Context: an optimization exercise on an open-source flow, tuned for small area and few clock cycles. The choices shown serve that exercise and are no tape-out recipe.
Only simulation tests tie the RTL to the original design; equivalence was not proved.
No activity file was given, so power comes from the tool's default toggle rates.

[flow/config.mk]
export PLATFORM = sky130hd
export DESIGN_NAME = bnn_rocc_accel
export DESIGN_NICKNAME = bnn_rocc_accel
export VERILOG_FILES = /design/flow/design.v
export SDC_FILE = /design/flow/constraint.sdc
export NUM_CORES = 4
export LEC_CHECK = 0
export CAP_MARGIN = 20
export CORE_MARGIN = 2
export CORE_UTILIZATION = 40
export SLEW_MARGIN = 20
[flow/constraint.sdc]
create_clock -name core_clock -period 10.0 [get_ports {clk_i}]
set_input_delay 2.0000 -clock core_clock [delete_from_list [all_inputs] [get_ports {clk_i}]]
set_output_delay 2.0000 -clock core_clock [all_outputs]
set_load 0.01 [all_outputs]
[flow/design.v]
`default_nettype none
package bnn_pkg;
  localparam int XLEN      = 64;
  localparam int BUF_DEPTH = 8;
  localparam int IDX_W     = 3;
  localparam int CNT_W     = 4;
  localparam int SUM_W     = 10;
  localparam int TAG_W     = 8;
  localparam int POP_W     = 7;
  localparam logic [CNT_W-1:0] MAX_COUNT  = CNT_W'(BUF_DEPTH);
  localparam logic [XLEN-1:0]  WORD_BYTES = XLEN'(XLEN / 8);
  localparam logic [4:0] MEM_CMD_LOAD = 5'b00000;
  localparam logic [2:0] MEM_TYP_D    = 3'b011;
  typedef enum logic [6:0] {
    FUNCT_LOAD_W  = 7'd0,
    FUNCT_COMPUTE = 7'd1
  } bnn_funct_e;
  typedef enum logic [1:0] {
    MODE_NONE,
    MODE_LOAD,
    MODE_COMPUTE
  } job_mode_e;
  typedef struct packed {
    logic [6:0]      inst_funct;
    logic [4:0]      inst_rs2;
    logic [4:0]      inst_rs1;
    logic            inst_xd;
    logic            inst_xs1;
    logic            inst_xs2;
    logic [4:0]      inst_rd;
    logic [6:0]      inst_opcode;
    logic [XLEN-1:0] rs1;
    logic [XLEN-1:0] rs2;
  } rocc_cmd_t;
  typedef struct packed {
    logic [4:0]      rd;
    logic [XLEN-1:0] data;
  } rocc_resp_t;
  typedef struct packed {
    logic [XLEN-1:0]  addr;
    logic [TAG_W-1:0] tag;
    logic [4:0]       cmd;
    logic [2:0]       typ;
    logic [XLEN-1:0]  data;
  } mem_req_t;
  typedef struct packed {
    logic [TAG_W-1:0] tag;
    logic [XLEN-1:0]  data;
    logic             has_data;
  } mem_resp_t;
  typedef struct packed {
    logic busy;
  } ctrl_out_t;
  typedef struct packed {
    job_mode_e        mode;
    logic [4:0]       rd;
    logic             xd;
    logic [CNT_W-1:0] count;
    logic [XLEN-1:0]  base;
  } job_t;
endpackage
`default_nettype wire
`timescale 1ns/10ps
`default_nettype none
module bnn_rocc_accel (
  input  wire                        clk_i,
  input  wire                        rst_n_i,
  input  wire                        en_i,
  input  wire                        rocc_cmd_v_i,
  input  wire bnn_pkg::rocc_cmd_t    rocc_cmd_data_i,
  output logic                       rocc_cmd_ready_o,
  output logic                       rocc_resp_v_o,
  output bnn_pkg::rocc_resp_t        rocc_resp_data_o,
  input  wire                        rocc_resp_ready_i,
  output logic                       rocc_mem_req_v_o,
  output bnn_pkg::mem_req_t          rocc_mem_req_data_o,
  input  wire                        rocc_mem_req_ready_i,
  input  wire                        rocc_mem_resp_v_i,
  input  wire bnn_pkg::mem_resp_t    rocc_mem_resp_data_i,
  output bnn_pkg::ctrl_out_t         rocc_ctrl_o,
  input  wire                        manycore_req_val_i,
  input  wire [bnn_pkg::XLEN-1:0]    manycore_req_msg_i,
  output logic                       manycore_req_rdy_o
);
  localparam int XLEN  = bnn_pkg::XLEN;
  localparam int SUM_W = bnn_pkg::SUM_W;
  localparam int CNT_W = bnn_pkg::CNT_W;
  localparam int IDX_W = bnn_pkg::IDX_W;
  logic             dec_load, dec_comp, dec_mem, dec_big;
  logic [CNT_W-1:0] dec_cnt;
  assign dec_load = (rocc_cmd_data_i.inst_funct == bnn_pkg::FUNCT_LOAD_W);
  assign dec_comp = (rocc_cmd_data_i.inst_funct == bnn_pkg::FUNCT_COMPUTE);
  assign dec_mem  = dec_load | dec_comp;
  assign dec_big  = (|rocc_cmd_data_i.rs2[XLEN-1:CNT_W]) ||
                    (rocc_cmd_data_i.rs2[CNT_W-1:0] > bnn_pkg::MAX_COUNT);
  assign dec_cnt  = !dec_mem ? '0 :
                    dec_big  ? bnn_pkg::MAX_COUNT : rocc_cmd_data_i.rs2[CNT_W-1:0];
  logic             busy_q;
  logic             xd_q;
  logic             comp_q;
  logic             load_q;
  logic [4:0]       rd_q;
  logic [CNT_W-1:0] cnt_q;    
  logic [CNT_W-1:0] iss_q;    
  logic [CNT_W-1:0] rem_q;    
  logic [XLEN-1:0]  addr_q;   
  logic [SUM_W-1:0] acc_q;
  logic [SUM_W-1:0] thr_q;
  logic reply_v, done_now, finish, cmd_fire, issue_more, req_fire;
  assign reply_v    = rocc_mem_resp_v_i && rocc_mem_resp_data_i.has_data;
  assign done_now   = (rem_q == '0) || (reply_v && (rem_q == CNT_W'(1)));
  assign finish     = busy_q && done_now && (!xd_q || rocc_resp_ready_i);
  assign rocc_cmd_ready_o = en_i && (!busy_q || finish);
  assign cmd_fire         = rocc_cmd_v_i && rocc_cmd_ready_o;
  assign rocc_resp_v_o      = busy_q && xd_q && done_now;
  assign rocc_ctrl_o.busy   = busy_q;
  assign manycore_req_rdy_o = !busy_q;
  assign issue_more       = (iss_q != cnt_q);
  assign rocc_mem_req_v_o = issue_more || (cmd_fire && (dec_cnt != '0));
  assign req_fire         = rocc_mem_req_v_o && rocc_mem_req_ready_i;
  logic [XLEN-1:0] req_addr;
  assign req_addr = cmd_fire ? rocc_cmd_data_i.rs1 : addr_q;
  always_comb begin
    rocc_mem_req_data_o.addr = req_addr;
    rocc_mem_req_data_o.tag  = {{(bnn_pkg::TAG_W - IDX_W){1'b0}},
                                (cmd_fire ? {IDX_W{1'b0}} : iss_q[IDX_W-1:0])};
    rocc_mem_req_data_o.cmd  = bnn_pkg::MEM_CMD_LOAD;
    rocc_mem_req_data_o.typ  = bnn_pkg::MEM_TYP_D;
    rocc_mem_req_data_o.data = '0;
  end
  always_ff @(posedge clk_i) begin
    addr_q <= req_addr + (req_fire ? bnn_pkg::WORD_BYTES : '0);
  end
  logic [XLEN-1:0]  w_q [bnn_pkg::BUF_DEPTH];
  logic [IDX_W-1:0] beat_idx;
  logic [XLEN-1:0]  beat_data;
  logic [XLEN-1:0]  w_rd;
  assign beat_idx  = rocc_mem_resp_data_i.tag[IDX_W-1:0];
  assign beat_data = rocc_mem_resp_data_i.data;
  assign w_rd      = w_q[beat_idx];
  always_ff @(posedge clk_i) begin
    if (reply_v && load_q) begin
      w_q[beat_idx] <= beat_data;
    end
  end
  function automatic logic [bnn_pkg::POP_W-1:0] popcount(
    input logic [XLEN-1:0] w
  );
    logic [bnn_pkg::POP_W-1:0] n;
    n = '0;
    for (int i = 0; i < XLEN; i++) begin
      n = n + w[i];
    end
    popcount = n;
  endfunction
  logic [bnn_pkg::POP_W-1:0] pop;
  logic [SUM_W-1:0]          acc_d;
  assign pop   = popcount(~(beat_data ^ w_rd));
  assign acc_d = acc_q + ((reply_v && comp_q) ? {{(SUM_W - bnn_pkg::POP_W){1'b0}}, pop} : '0);
  always_comb begin
    rocc_resp_data_o.rd              = rd_q;
    rocc_resp_data_o.data            = '0;
    rocc_resp_data_o.data[SUM_W-1:0] = acc_d;
    rocc_resp_data_o.data[XLEN-1]    = (comp_q || load_q) && (acc_d >= thr_q);
  end
  always_ff @(posedge clk_i) begin
    if (cmd_fire) begin
      xd_q   <= rocc_cmd_data_i.inst_xd;
      rd_q   <= rocc_cmd_data_i.inst_rd;
      comp_q <= dec_comp;
      load_q <= dec_load;
      acc_q  <= '0;
    end else begin
      acc_q  <= acc_d;
    end
  end
  always_ff @(posedge clk_i) begin
    if (!rst_n_i) begin
      busy_q <= 1'b0;
      cnt_q  <= '0;
      iss_q  <= '0;
      rem_q  <= '0;
      thr_q  <= '0;
    end else begin
      if (manycore_req_val_i && !busy_q) begin
        thr_q <= manycore_req_msg_i[SUM_W-1:0];
      end
      if (cmd_fire) begin
        busy_q <= (dec_cnt != '0) || rocc_cmd_data_i.inst_xd;
        cnt_q  <= dec_cnt;
        iss_q  <= req_fire ? CNT_W'(1) : '0;
        rem_q  <= dec_cnt;
      end else begin
        if (finish) begin
          busy_q <= 1'b0;
        end
        if (req_fire) begin
          iss_q <= iss_q + 1'b1;
        end
        if (reply_v && (rem_q != '0)) begin
          rem_q <= rem_q - 1'b1;
        end
      end
    end
  end
endmodule
`default_nettype wire
[flow/run.sh]
#!/bin/bash
# synth_recipe.tcl (not shown) runs the flow's synth.tcl, then flattens the netlist and writes it again
# the make line also repeats each setting of config.mk as NAME=value (left out here)
make -C /OpenROAD-flow-scripts/flow DESIGN_CONFIG=/design/flow/config.mk WORK_HOME=/design/flow/orfs CLKGATE_MAP_FILE= SYNTH_SCRIPT=/design/flow/synth_recipe.tcl finish
==> results of run 1 <==
-- area by class of cell --
type	count	area, um^2	area share (%)
Timing Repair Buffer	588	5917	15.88
Inverter	88	332.8	0.8933
Tap cell	931	1165	3.127
Clock buffer	85	1829	4.910
Multi-Input combinational cell	1321	9942	26.69
Sequential cell	617	17560	47.13
Antenna cell	4	10.01	0.02687
Clock inverter	40	503.0	1.350
-- flip-flops by register name (all words and copies together), names as in the netlist --
register,count
rem_q,4
w_q,512
acc_q,10
comp_q,1
iss_q,4
thr_q,10
load_q,1
busy_q,1
addr_q,64
xd_q,1
rd_q,5
cnt_q,4
-- tightest hold or removal path: cells and delay by family (launching register included) --
family	cells	cell delay, ns
flops	1	0.30
simple gates	2	0.11
-- timing repair --
item,in CTS,in global routing
pin swaps,78,66
endpoints found under the setup margin,15,14
gates cloned,11,2
resized for setup,158,82
buffers inserted,44,15
-- synth_stat cells (9+ instances only) --
cell / n / area [um^2]
a21boi_0: 19 / 142.6
a21oi_1: 23 / 115.1
a22oi_1: 257 / 1929
a31oi_1: 9 / 56.30
and2_1: 17 / 106.4
and3_1: 28 / 175.2
buf_2: 12 / 60.06
buf_4: 133 / 998.5
clkbuf_1: 69 / 259.0
dfxtp_1: 97 / 1942
edfxtp_1: 520 / 15610
fa_1: 55 / 1101
ha_1: 38 / 475.5
inv_1: 87 / 326.6
mux2i_1: 10 / 100.1
nand2_1: 222 / 833.3
nand3_1: 44 / 220.2
nand4_1: 98 / 613.1
nor2_1: 61 / 229.0
nor3_1: 20 / 100.1
nor4_1: 22 / 137.6
o21ai_0: 27 / 135.1
xnor2_1: 83 / 727.0
xor2_1: 55 / 481.7
-- final timing paths --
check	start	endpoint	slack, ns	cells after the start
worst max-delay path	rocc_mem_resp_data_i[67]	rocc_resp_data_o[63]	-2.78	40
worst min-delay path	addr_q[0]$_DFF_P_	addr_q[0]$_DFF_P_	0.46	2
worst max register to register	w_q[4][53]$_DFFE_PP_	acc_q[9]$_SDFF_PP0_	1.99	29
worst min register to register	addr_q[0]$_DFF_P_	addr_q[0]$_DFF_P_	0.46	2
-- layer usage --
layer / share of wire, % / vias up / track usage [%]
li1: - / 8837 / -
met1: 41 / 9869 / 31.00
met2: 49 / 858 / 38.85
met3: 7.6 / 118 / 4.069
met4: 2.2 / 8 / 6.266
met5: 0.052 / - / 0
-- power groups by stage --
stage	combinational, mW	clock (mW)	sequential, mW
4_1_cts	9.86	2.66	2.89
5_1_grt	11.7	2.77	2.90
2_1_floorplan	5.16	0	2.93
6_report	10.6	2.62	2.89
3_3_place_gp	8.47	0	2.94
3_5_place_dp	8.58	0	2.94
-- cells by family (layout without fill, tap and decap cells) --
logic type	count (synthesis)	after routing	synth area share, %
buf+inv	307	801	6.038
compound gates	386	386	10.20
xor+xnor	138	138	4.340
mux	19	19	0.7323
simple gates	554	555	9.960
flops	617	617	63.04
fa+ha+maj	93	93	5.661
other cells	2	134	0.02697
-- through the flow --
step                      TNS [ns]  cell area (um^2)  setup slack (ns)  util [%]
after floorplan             -11.33             28710            -2.111         -
after global placement      -32.96             33410            -3.658     48.63
after detailed placement    -34.42             33410            -3.731     48.63
after CTS                   -21.82             36830            -2.890     53.61
after global routing        -22.65             37250            -3.137     54.22
final                       -20.18             37260            -2.780     54.22
==> summary.txt, run 1 <==
Detailed routing
  – Iteration-0 DRC Markers: approximately 1800
  – DR vias/cell: 5.359
  – Total wire length: 84850 um
  – DR vias: 19690
  – DR pass1 iterations: 5
  – DRC: 0
  – WL per Instance: 23.10 um
  – Post-DRT Antenna Nets: 0

STA
  – F_max: 78.24 MHz
  – Slew @ Worst Pin: 1.051 ns
  – RSZ-0062 raised after global routing: yes
  – PnR worst setup slack: -2.780 ns
  – Period utilization: 127.8%
  – Final period demand of the worst path: 12.78 ns
  – Hold Slack: between 0.4 and 0.5 ns
  – Pins Over Slew Limit: 0
  – Clk_skew: 0.02334 ns
  – Final Hold Vio Count: 0
  – Headroom to the max-slew limit: 29.76%
  – Final Setup Violations: 11

Power and ir drop
  – Sequential Power Share: 17.9%
  – Pint: 9.988 mW
  – Lkg Pwr: 13.45 nW
  – Comb pwr share: 65.8%
  – Clock Power Share: 16.3%
  – Pwr Density: about 430 mW/mm^2
  – Design Power: 16.13 mW
  – Switching part of the total: between 30% and 40%
  – Psw: 6.143 mW
  – IR drop worst, VDD: 1.544 mV

Critical path
  – Cell family with most CP delay: adder cells
  – Crit path largest cell delay: 0.63 ns
  – WP buf/inv: 12
  – Worst EP arrival: 10.78 ns
  – Critical Setup Path Class: input pin to primary output
  – Slowest cell on the critical path: fa_2
  – Cell mode on critical path: fa_1
  – Largest fanout on the critical path: 4
  – Critical path launch point type: input pin
  – Worst path required time: roughly 8.0 ns
  – CP endpoint kind: primary output

Die
  – Die Wd: 267.9 um
  – Die area: 0.07175 mm^2
  – Starting Density: 40.54%
  – Row cnt: between 90 and 100
  – # IOs: 523
  – Total core area: 0.06871 mm^2
  – DIE HEIGHT: around 270 um

Status
  – Outcome: finished with violations
  – Violated Checks: negative setup slack

Logic synthesis
  – Ys Warns: 1
  – Syn avg cell area: 13.16 um^2
  – Post-synthesis async set-or-reset flop share: 0%
  – Mapped Area: 0.02785 mm^2
  – Register area share after synthesis: 63.04%
  – Synth Instances: 2116
  – Number of synthesized flops with an enable pin: 520
  – Primary FF master, synth: edfxtp_1
  – Netlist cell types: 72
  – Yosys reg bits: 617

GRT
  – Gr usage total: 23.14%
  – First-pass GRT wire length: ~120000 um
  – Largest net degree at the start of global routing: 54
  – Initial antenna violation count: 8
  – Vias in the first global route: 19900
  – GRT overflow: 0

Layout
  – Post-route non-filler standard cell count: 3674
  – Area growth syn-to-layout: 33.77%
  – Layout Nets: between 3000 and 4000
  – Layout cells sized above 1: 20.55%
  – Most frequent cells in the layout: 520 x edfxtp_1, 300 x clkdlybuf4s50_1, 220 x nand2_1
  – Most common library cell in the layout ignoring fill and taps: edfxtp_1
  – # fillers: 5624

Job
  – Max-cap violations: 0

Placement
  – Dpl cells: 3484
  – IO Port Bufs: 314
  – GP Congestion: between 0.8 and 0.9
  – DP HPWL: 54380 um

Worst hold path
  – Worst hold path class: register to register

CTS
  – Post-CTS Hold Buffers: 0
  – Clock root cell: clkbuf_16
  – # clock sinks: 617
  – H-Tree Depth: 3
  – Num CTS Buffers: between 60 and 70
  – Clock latency on the worst-skew pair: 0.61 ns
  – Clk slew on worst S/H paths: 0.05 ns
  – TritonCTS clock tree: yes
  – Clock buffer depth: 3
Testbench counts, summed over its fixed seeds: cycles 14,970.
==> run 2, diff against run 1 <==
--- a/flow/design.v
+++ b/flow/design.v
@@ -109,10 +109,10 @@
   logic reply_v, done_now, finish, cmd_fire, issue_more, req_fire;
   assign reply_v    = rocc_mem_resp_v_i && rocc_mem_resp_data_i.has_data;
   assign done_now   = (rem_q == '0) || (reply_v && (rem_q == CNT_W'(1)));
-  assign finish     = busy_q && done_now && (!xd_q || rocc_resp_ready_i);
+  assign finish     = busy_q && (xd_q ? (rem_q == '0) && rocc_resp_ready_i : done_now);
   assign rocc_cmd_ready_o = en_i && (!busy_q || finish);
   assign cmd_fire         = rocc_cmd_v_i && rocc_cmd_ready_o;
-  assign rocc_resp_v_o      = busy_q && xd_q && done_now;
+  assign rocc_resp_v_o      = busy_q && xd_q && (rem_q == '0);
   assign rocc_ctrl_o.busy   = busy_q;
   assign manycore_req_rdy_o = !busy_q;
   assign issue_more       = (iss_q != cnt_q);
@@ -160,8 +160,8 @@
   always_comb begin
     rocc_resp_data_o.rd              = rd_q;
     rocc_resp_data_o.data            = '0;
-    rocc_resp_data_o.data[SUM_W-1:0] = acc_d;
-    rocc_resp_data_o.data[XLEN-1]    = (comp_q || load_q) && (acc_d >= thr_q);
+    rocc_resp_data_o.data[SUM_W-1:0] = acc_q;
+    rocc_resp_data_o.data[XLEN-1]    = (comp_q || load_q) && (acc_q >= thr_q);
   end
   always_ff @(posedge clk_i) begin
     if (cmd_fire) begin
==> run 2 against run 1 <==
Net effect:
- now clean on timing, DRC and antenna
- critical path depth decreased by 7
- clock-buffer cell count increased by 4
- core utilization decreased by 3.4 points
- largest cell class unchanged
==> summary.txt, run 2 <==
STA
  – RSZ-0062 raised after global routing: yes
  – PnR worst setup slack: ~0.15 ns
  – Clk_skew: 0.04646 ns
  – F_max: 101.5 MHz
  – Final Hold Vio Count: 0
  – Period utilization: 98.51%
  – Headroom to the max-slew limit: between 20% and 30%
  – Final period demand of the worst path: 9.851 ns
  – Slew @ Worst Pin: 1.153 ns
  – Pins Over Slew Limit: 0
  – Final Setup Violations: 0

Logic synthesis
  – Mux share of post-synthesis cell area: 1.101%
  – Ys Warns: 1
  – Yosys reg bits: 617
  – Synth area leaders: edfxtp_1 56%, dfxtp_1 7.0%, a22oi_1 6.9%
  – Top-area cell type share of the netlist area: ~56%
  – Post-synthesis async set-or-reset flop share: 0%
  – Yosys top cell by area: edfxtp_1
  – Synth Instances: 2130
  – Register area share after synthesis: 63.04%
  – Number of synthesized flops with an enable pin: 520
  – Largest family of logic cells by synthesized area: simple AND/OR/NAND/NOR gates
  – XOR/XNOR share of the synthesized area: 4.403%
  – Adder-Cell Fraction of Synth Area: 5.615%
  – Netlist cell types: 63
  – Mapped Area: approximately 0.028 mm^2
  – Top-count cell post-synth: edfxtp_1
  – Syn avg cell area: 13.08 um^2
  – Simple logic cell fraction of the synthesized area: 10.45%
  – Primary FF master, synth: edfxtp_1
  – Compound-gate portion of the synthesized area: roughly a tenth
  – Synth top cells by count: 520 x edfxtp_1, 256 x a22oi_1, 249 x nand2_1

Job
  – Max-cap violations: 0

Power and ir drop
  – Psw: 4.626 mW
  – Pint: 8.237 mW
  – Clock Power Share: 19.2%
  – Switching part of the total: 35.96%
  – Pwr Density: 368.3 mW/mm^2
  – Sequential Power Share: 22.5%
  – Lkg Pwr: 12.40 nW
  – Comb pwr share: 58.2%
  – IR drop worst, VDD: between 1.5 and 2 mV

Die
  – # IOs: about 520
  – Starting Density: roughly 41%
  – Total core area: 0.06871 mm^2
  – Die Wd: approximately 270 um
  – Row cnt: 96
  – Die area: between 0.07 and 0.08 mm^2
  – DIE HEIGHT: about 270 um

Layout
  – # fillers: 5937
  – Design area: 0.03492 mm^2
  – Biggest regs: w_q (512), addr_q (64)
  – Layout Nets: 2949
  – Most common library cell in the layout ignoring fill and taps: edfxtp_1
  – Area growth syn-to-layout: 25.38%
  – Area of the multi-input gates: approximately 0.0093 mm^2
  – Layout cells sized above 1: 10.60%
  – Max reg flops: 512
  – Largest register by flop count: w_q
  – Most frequent cells in the layout: 520 x edfxtp_1, 312 x clkdlybuf4s50_1, 255 x a22oi_1
  – FF/Latch Area: 0.01756 mm^2

Placement
  – Post-Place Cell Area: 0.03258 mm^2
  – IO Port Bufs: 314
  – Pre-CTS setup slack: -0.6461 ns
  – GP Congestion: 0.8851
  – DP HPWL: about 52000 um

Critical path
  – Critical Setup Path Class: input pin to register
  – CP endpoint kind: register
  – Reg-to-reg startpoint: w_q[5][35]$_DFFE_PP_
  – Worst EP arrival: roughly 10 ns
  – Cell mode on critical path: fa_1
  – Crit path largest cell delay: slightly below 0.6 ns
  – Worst Setup SP: rocc_mem_resp_data_i[66]
  – Critical path launch point type: input pin
  – Largest fanout on the critical path: 29
  – Slowest cell on the critical path: fa_1
  – Worst path required time: 10.43 ns

Worst hold path
  – Worst hold path class: register to register
  – Hold wc startpoint: addr_q[2]$_DFF_P_

GRT
  – Largest net degree at the start of global routing: 89
  – GRT overflow: 0
  – Gr usage total: 21.28%
  – First-pass GRT wire length: 114400 um
  – Vias in the first global route: 18750
  – Initial antenna violation count: 21

Detailed routing
  – DR vias/cell: 5.261
  – DR pass1 iterations: 7
  – Total wire length: 77750 um
  – DRC: 0
  – DR vias: 18670
  – WL per Instance: 21.91 um
  – Iteration-0 DRC Markers: ~1400
  – Post-DRT Antenna Nets: 0

CTS
  – Clock latency on the worst-skew pair: 0.62 ns
  – Clock buffer depth: 3
  – H-Tree Depth: 3
  – Num CTS Buffers: 68
  – # clock sinks: between 600 and 700
  – Clock root cell: clkbuf_16
  – Clk slew on worst S/H paths: 0.06 ns
  – TritonCTS clock tree: yes

Status
  – Outcome: complete, no violations
==> run 2: layout make-up <==
cell class                 instances  share of cell area (%)
sequential                       617                   50.28
clock inverter                    34                   1.043
inverter                          72                  0.7811
tap                              931                   3.336
multi-input combinational       1348                   26.70
clock buffer                      89                   5.278
antenna                           13                 0.09316
timing repair buffer             445                   12.49
==> run 2: per-stage QoR <==
step           util, %  power, mW  std cells  hold WS, ns  setup TNS, ns
2_1_floorplan        -      7.436       2258       0.4435              0
3_3_place_gp     47.42      10.24       3411       0.4362         -3.422
3_5_place_dp     47.42      10.36       3411       0.4354         -3.591
4_1_cts          50.62      12.91       3534       0.4546              0
5_1_grt          50.82      14.10       3549       0.4783        -0.7564
6_report         50.82      12.86       3549       0.4551              0
==> run 2: cell families after synthesis <==
group,after synthesis
buffers and inverters,293
xor gates and xnor gates,140
AOI/OAI and AO/OA,369
muxes,28
DFF,617
adders and majority gates,92
and+or+nand+nor,589
other,2
==> run 2: repair_timing <==
action | 4_1_cts | 5_1_grt
pin swaps | 0 | 9
resized for setup | 2 | 21
hold buffers | 0 | 0
endpoints found under the setup margin | 4 | 5
buffers inserted | 0 | 2
cloned | 0 | 0
==> run 2: power by group through the flow <==
stage	Combinational, mW	Clock, mW	Sequential, mW
finish	7.49	2.48	2.90
global route	8.57	2.62	2.91
CTS	7.49	2.53	2.90
detailed placement	7.41	0	2.95
global placement	7.29	0	2.95
floorplan	4.49	0	2.94
==> run 2: final timing paths <==
kind | to | slack (ns) | depth (start not counted)
setup / recovery | acc_q[7]$_SDFF_PP0_ | 0.15 | 33
hold / removal | addr_q[2]$_DFF_P_ | 0.46 | 2
setup reg to reg | acc_q[7]$_SDFF_PP0_ | 2.18 | 29
hold reg to reg | addr_q[2]$_DFF_P_ | 0.46 | 2
==> run 2: layer usage <==
| layer | wire, um | track usage [%] | up-vias |
|---|---|---|---|
| met5 | 78 | 0 | - |
| li1 | - | - | 8599 |
| met2 | 38770 | 35.72 | 605 |
| met1 | 32050 | 27.63 | 9335 |
| met3 | 4792 | 3.812 | 120 |
| met4 | 2064 | 7.821 | 14 |
==> run 2: worst max-delay path: cells and delay by family <==
| family | cells | cell delay (ns) |
|---|---|---|
| xor gates and xnor gates | 3 | 0.44 |
| adders and majority gates | 10 | 4.79 |
| and+or+nand+nor | 5 | 0.79 |
| AOI/OAI and AO/OA | 7 | 1.08 |
| buffers and inverters | 8 | 1.15 |
Testbench counts of run 2, summed over its fixed seeds: cycles 16,179.
==> run 3, diff against run 2 <==
==> flow/flow/run.sh (new file) <==
#!/bin/bash
# The standard layout, with the port buffers made from the smallest plain buffer instead of
# the delay buffer that buffer_ports picks by default; the resizer still upsizes where timing
# or slew needs it.
set -euo pipefail
export BUFFER_PORTS_ARGS="-buffer_cell sky130_fd_sc_hd__buf_1"
bash standard.sh > standard.log 2>&1
==> flow/standard.sh (new file) <==
#!/bin/bash
# synth_recipe.tcl (not shown) runs the flow's synth.tcl, then flattens the netlist and writes it again
# the make line also repeats each setting of config.mk as NAME=value (left out here)
make -C /OpenROAD-flow-scripts/flow DESIGN_CONFIG=/design/flow/config.mk WORK_HOME=/design/flow/orfs CLKGATE_MAP_FILE= SYNTH_SCRIPT=/design/flow/synth_recipe.tcl "${@:-finish}"
removed: flow/run.sh
==> run 3 against run 2 <==
Net effect:
- routed wire length shrank 2.5%
- global-route usage decreased by 0.86 points
- register-to-register slack lost 0.07 ns
- die area unchanged
- core utilization shrank 3.1 points
- critical path depth shrank 2
- worst setup slack better by 0.21 ns
- synthesized area unchanged
- non-clock buffer count down 15
- clock-buffer cell count up 3
- critical endpoint unchanged
- largest power group unchanged
==> summary.txt, run 3 <==
STA
  – Final period demand of the worst path: a little under 10 ns
  – Setup_tns: 0 ns
  – Slew @ Worst Pin: approximately 1.0 ns
  – F_max: 103.7 MHz
  – Headroom to the max-slew limit: 31.09%
  – PnR worst setup slack: 0.3571 ns
  – Clk_skew: 0.05943 ns
  – RSZ-0062 raised after global routing: no
  – Period utilization: a little over nine tenths
  – Final Hold Vio Count: 0
  – Final Setup Violations: 0
  – Pins Over Slew Limit: 0

Power and ir drop
  – Lkg Pwr: 11.46 nW
  – IR drop worst, VDD: 1.478 mV
  – Pwr Density: roughly 380 mW/mm^2

CTS
  – PostCTS Resize Cnt: 0
  – TritonCTS clock tree: yes
  – Num CTS Buffers: 70
  – Clk slew on worst S/H paths: 0.06 ns
  – Post-CTS Hold Buffers: 0
  – H-Tree Depth: 3
  – Clock root cell: clkbuf_16
  – Post-CTS setup buffer count: 0
  – Clock latency on the worst-skew pair: 0.62 ns
  – Clock buffer depth: 3
  – # clock sinks: 617

Die
  – Total core area: 0.06871 mm^2
  – DIE HEIGHT: 267.9 um
  – # IOs: about 520
  – Die area: 0.07176 mm^2
  – Starting Density: 40.54%
  – Die Wd: between 200 and 300 um
  – Row cnt: 96

Critical path
  – Critical Setup Path Class: input pin to register
  – Largest fanout on the critical path: 9
  – Cell mode on critical path: fa_1
  – Worst EP arrival: 10.06 ns
  – CP endpoint kind: register
  – Critical path launch point type: input pin
  – Worst path required time: 10.42 ns
  – Crit path largest cell delay: between 0.6 and 0.7 ns
  – Slowest cell on the critical path: fa_1

Layout
  – Most frequent cells in the layout: 520 x edfxtp_1, 313 x buf_1, 256 x a22oi_1
  – Layout cells sized above 1: 9.768%
  – Biggest regs: w_q (512), addr_q (64)
  – Layout Nets: 2936
  – Max reg flops: 512
  – Post-route non-filler standard cell count: 3531
  – # fillers: 6170
  – Largest register by flop count: w_q
  – Most common library cell in the layout ignoring fill and taps: edfxtp_1
  – Area growth syn-to-layout: 17.76%

Job
  – Max-cap violations: 0

Logic synthesis
  – Mux share of post-synthesis cell area: 1.101%
  – Ys Warns: 1
  – Yosys reg bits: ~600
  – Netlist cell types: 63
  – Mapped Area: 0.02785 mm^2
  – Top-area cell type share of the netlist area: 56.06%
  – Primary FF master, synth: edfxtp_1
  – Largest family of logic cells by synthesized area: simple AND/OR/NAND/NOR gates
  – Top-count cell post-synth: edfxtp_1
  – Compound-gate portion of the synthesized area: a little under a tenth
  – XOR/XNOR share of the synthesized area: 4.403%
  – Yosys top cell by area: edfxtp_1
  – Register area share after synthesis: between 60% and 70%
  – Synth top cells by count: 520 x edfxtp_1, 256 x a22oi_1, 249 x nand2_1
  – Adder-Cell Fraction of Synth Area: ~5.6%
  – Synth Instances: 2130
  – Post-synthesis async set-or-reset flop share: 0%
  – Number of synthesized flops with an enable pin: 520
  – Simple logic cell fraction of the synthesized area: 10.45%
  – Syn avg cell area: 13.08 um^2
  – Synth area leaders: edfxtp_1 56%, dfxtp_1 7.0%, a22oi_1 6.9%

Detailed routing
  – DR vias/cell: between 5 and 6
  – Post-DRT Antenna Nets: 0
  – WL per Instance: roughly 21 um
  – DR pass1 iterations: 6
  – DR vias: 18800
  – Iteration-0 DRC Markers: 1560
  – DRC: 0
  – Total wire length: approximately 76000 um

GRT
  – Gr usage total: slightly above 20%
  – First-pass GRT wire length: around 110000 um
  – Largest net degree at the start of global routing: 85
  – GRT overflow: 0
  – Initial antenna violation count: 17
  – Vias in the first global route: 18330

Placement
  – GP Congestion: 0.8866
  – Dpl cells: 3398
  – DP HPWL: 50100 um
  – Pre-CTS setup slack: -0.3496 ns
  – IO Port Bufs: approximately 310

Worst hold path
  – Worst hold path class: register to register

Status
  – Outcome: complete, no violations
-- run 3: changes by cell type in the layout (fill, tap and decap cells not counted), moves of 3 or more --
cell             change
buf_1              +313
buf_4               -13
diode_2              -3
clkbuf_1             +3
clkdlybuf4s50_1    -312
buf_6                -3
-- run 3: final timing paths --
kind	endpoint	startpoint	slack (ns)	cells after the start
max	acc_q[7]$_SDFF_PP0_	rocc_mem_resp_data_i[66]	0.36	31
min	addr_q[2]$_DFF_P_	addr_q[2]$_DFF_P_	0.45	2
max reg2reg	acc_q[7]$_SDFF_PP0_	w_q[1][35]$_DFFE_PP_	2.11	29
min reg2reg	addr_q[2]$_DFF_P_	addr_q[2]$_DFF_P_	0.45	2
-- run 3: layout make-up --
cell class / count / area (um^2) / area share, %
Clock inverter: 31 / 341.6 / 1.041
Clock buffer: 92 / 1866 / 5.688
Tap cell: 931 / 1165 / 3.552
Timing Repair Buffer: 430 / 2288 / 6.977
Inverter: 72 / 272.8 / 0.8316
Sequential cell: 617 / 17560 / 53.53
Antenna cell: 10 / 25.02 / 0.07630
Multi-Input combinational cell: 1348 / 9284 / 28.31
-- run 3: stage by stage --
step | total power [mW] | hold slack (ns) | area, um^2 | util [%]
2_1_floorplan | 7.436 | 0.4435 | 28330 | -
3_3_place_gp | 9.756 | 0.4304 | 30530 | 44.43
3_5_place_dp | 9.837 | 0.4393 | 30530 | 44.43
4_1_cts | 12.36 | 0.4534 | 32740 | 47.65
5_1_grt | 13.49 | 0.4728 | 32790 | 47.73
6_report | 12.34 | 0.4528 | 32800 | 47.74
-- run 3: metal layers --
| metal | share of wire (%) | up-vias | track usage, % |
|---|---|---|---|
| met5 | 0.092 | - | 0 |
| met1 | 41 | 9425 | 26.98 |
| met2 | 49 | 655 | 33.98 |
| li1 | - | 8572 | - |
| met3 | 6.8 | 134 | 4.087 |
| met4 | 2.6 | 12 | 6.236 |
-- run 3: cells by family (layout without fill, tap and decap cells) --
group / count (synthesis) / count (layout)
mux: 28 / 28
simple gates: 589 / 589
other cells: 2 / 140
compound gates: 369 / 369
flops: 617 / 617
xor+xnor: 140 / 140
buf+inv: 293 / 625
fa+ha+maj: 92 / 92
-- run 3: power breakdown --
group / internal, mW / switching [mW]
sequential: 2.85 / 0.0461
clock: 1.41 / 1.04
combinational: 3.49 / 3.50
total: 7.75 / 4.59
-- run 3: worst max-delay path, delay by kind of cell --
family / cells / cell delay (ns)
compound gates: 7 / 1.13
xor+xnor: 3 / 0.55
buf+inv: 6 / 0.78
simple gates: 5 / 0.79
fa+ha+maj: 10 / 4.80

==> what the ideal ports hide <==
How much do the figures lean on ideal ports? The routed layouts below were timed once more, with nothing changed but the port constraints.
Step 1 (the two cells are an assumption about what drives the block):
set clk [get_ports {clk_i}]
set_driving_cell -lib_cell sky130_fd_sc_hd__clkbuf_16 $clk
set_driving_cell -lib_cell sky130_fd_sc_hd__buf_2 [delete_from_list [all_inputs] $clk]
Step 2 times the ports against the registers' clock, not the clock port: input delays grow and output delays shrink by t, the midpoint of the rising clock arrivals with the driver on.
Three values: ideal, step 1, step 2; two values: the first two.
| run | shift t [ns] | setup WS [ns] | worst slew at a driven data input, ns |
|---|---|---|---|
| run 1 | 0.665 | -2.780 / -2.840 / -2.840 | 0.14 |
| run 2 | 0.663 | 0.149 / 0.195 / -0.468 | 0.14 |
| run 3 | 0.655 | 0.357 / 0.401 / -0.254 | 0.14 |
Met with ideal ports but missed after step 2: setup timing in run 2 and run 3. For run 2, which loses most, drivers alone change the setup slack by +0.046 ns; drivers and shift together by -0.617 ns.
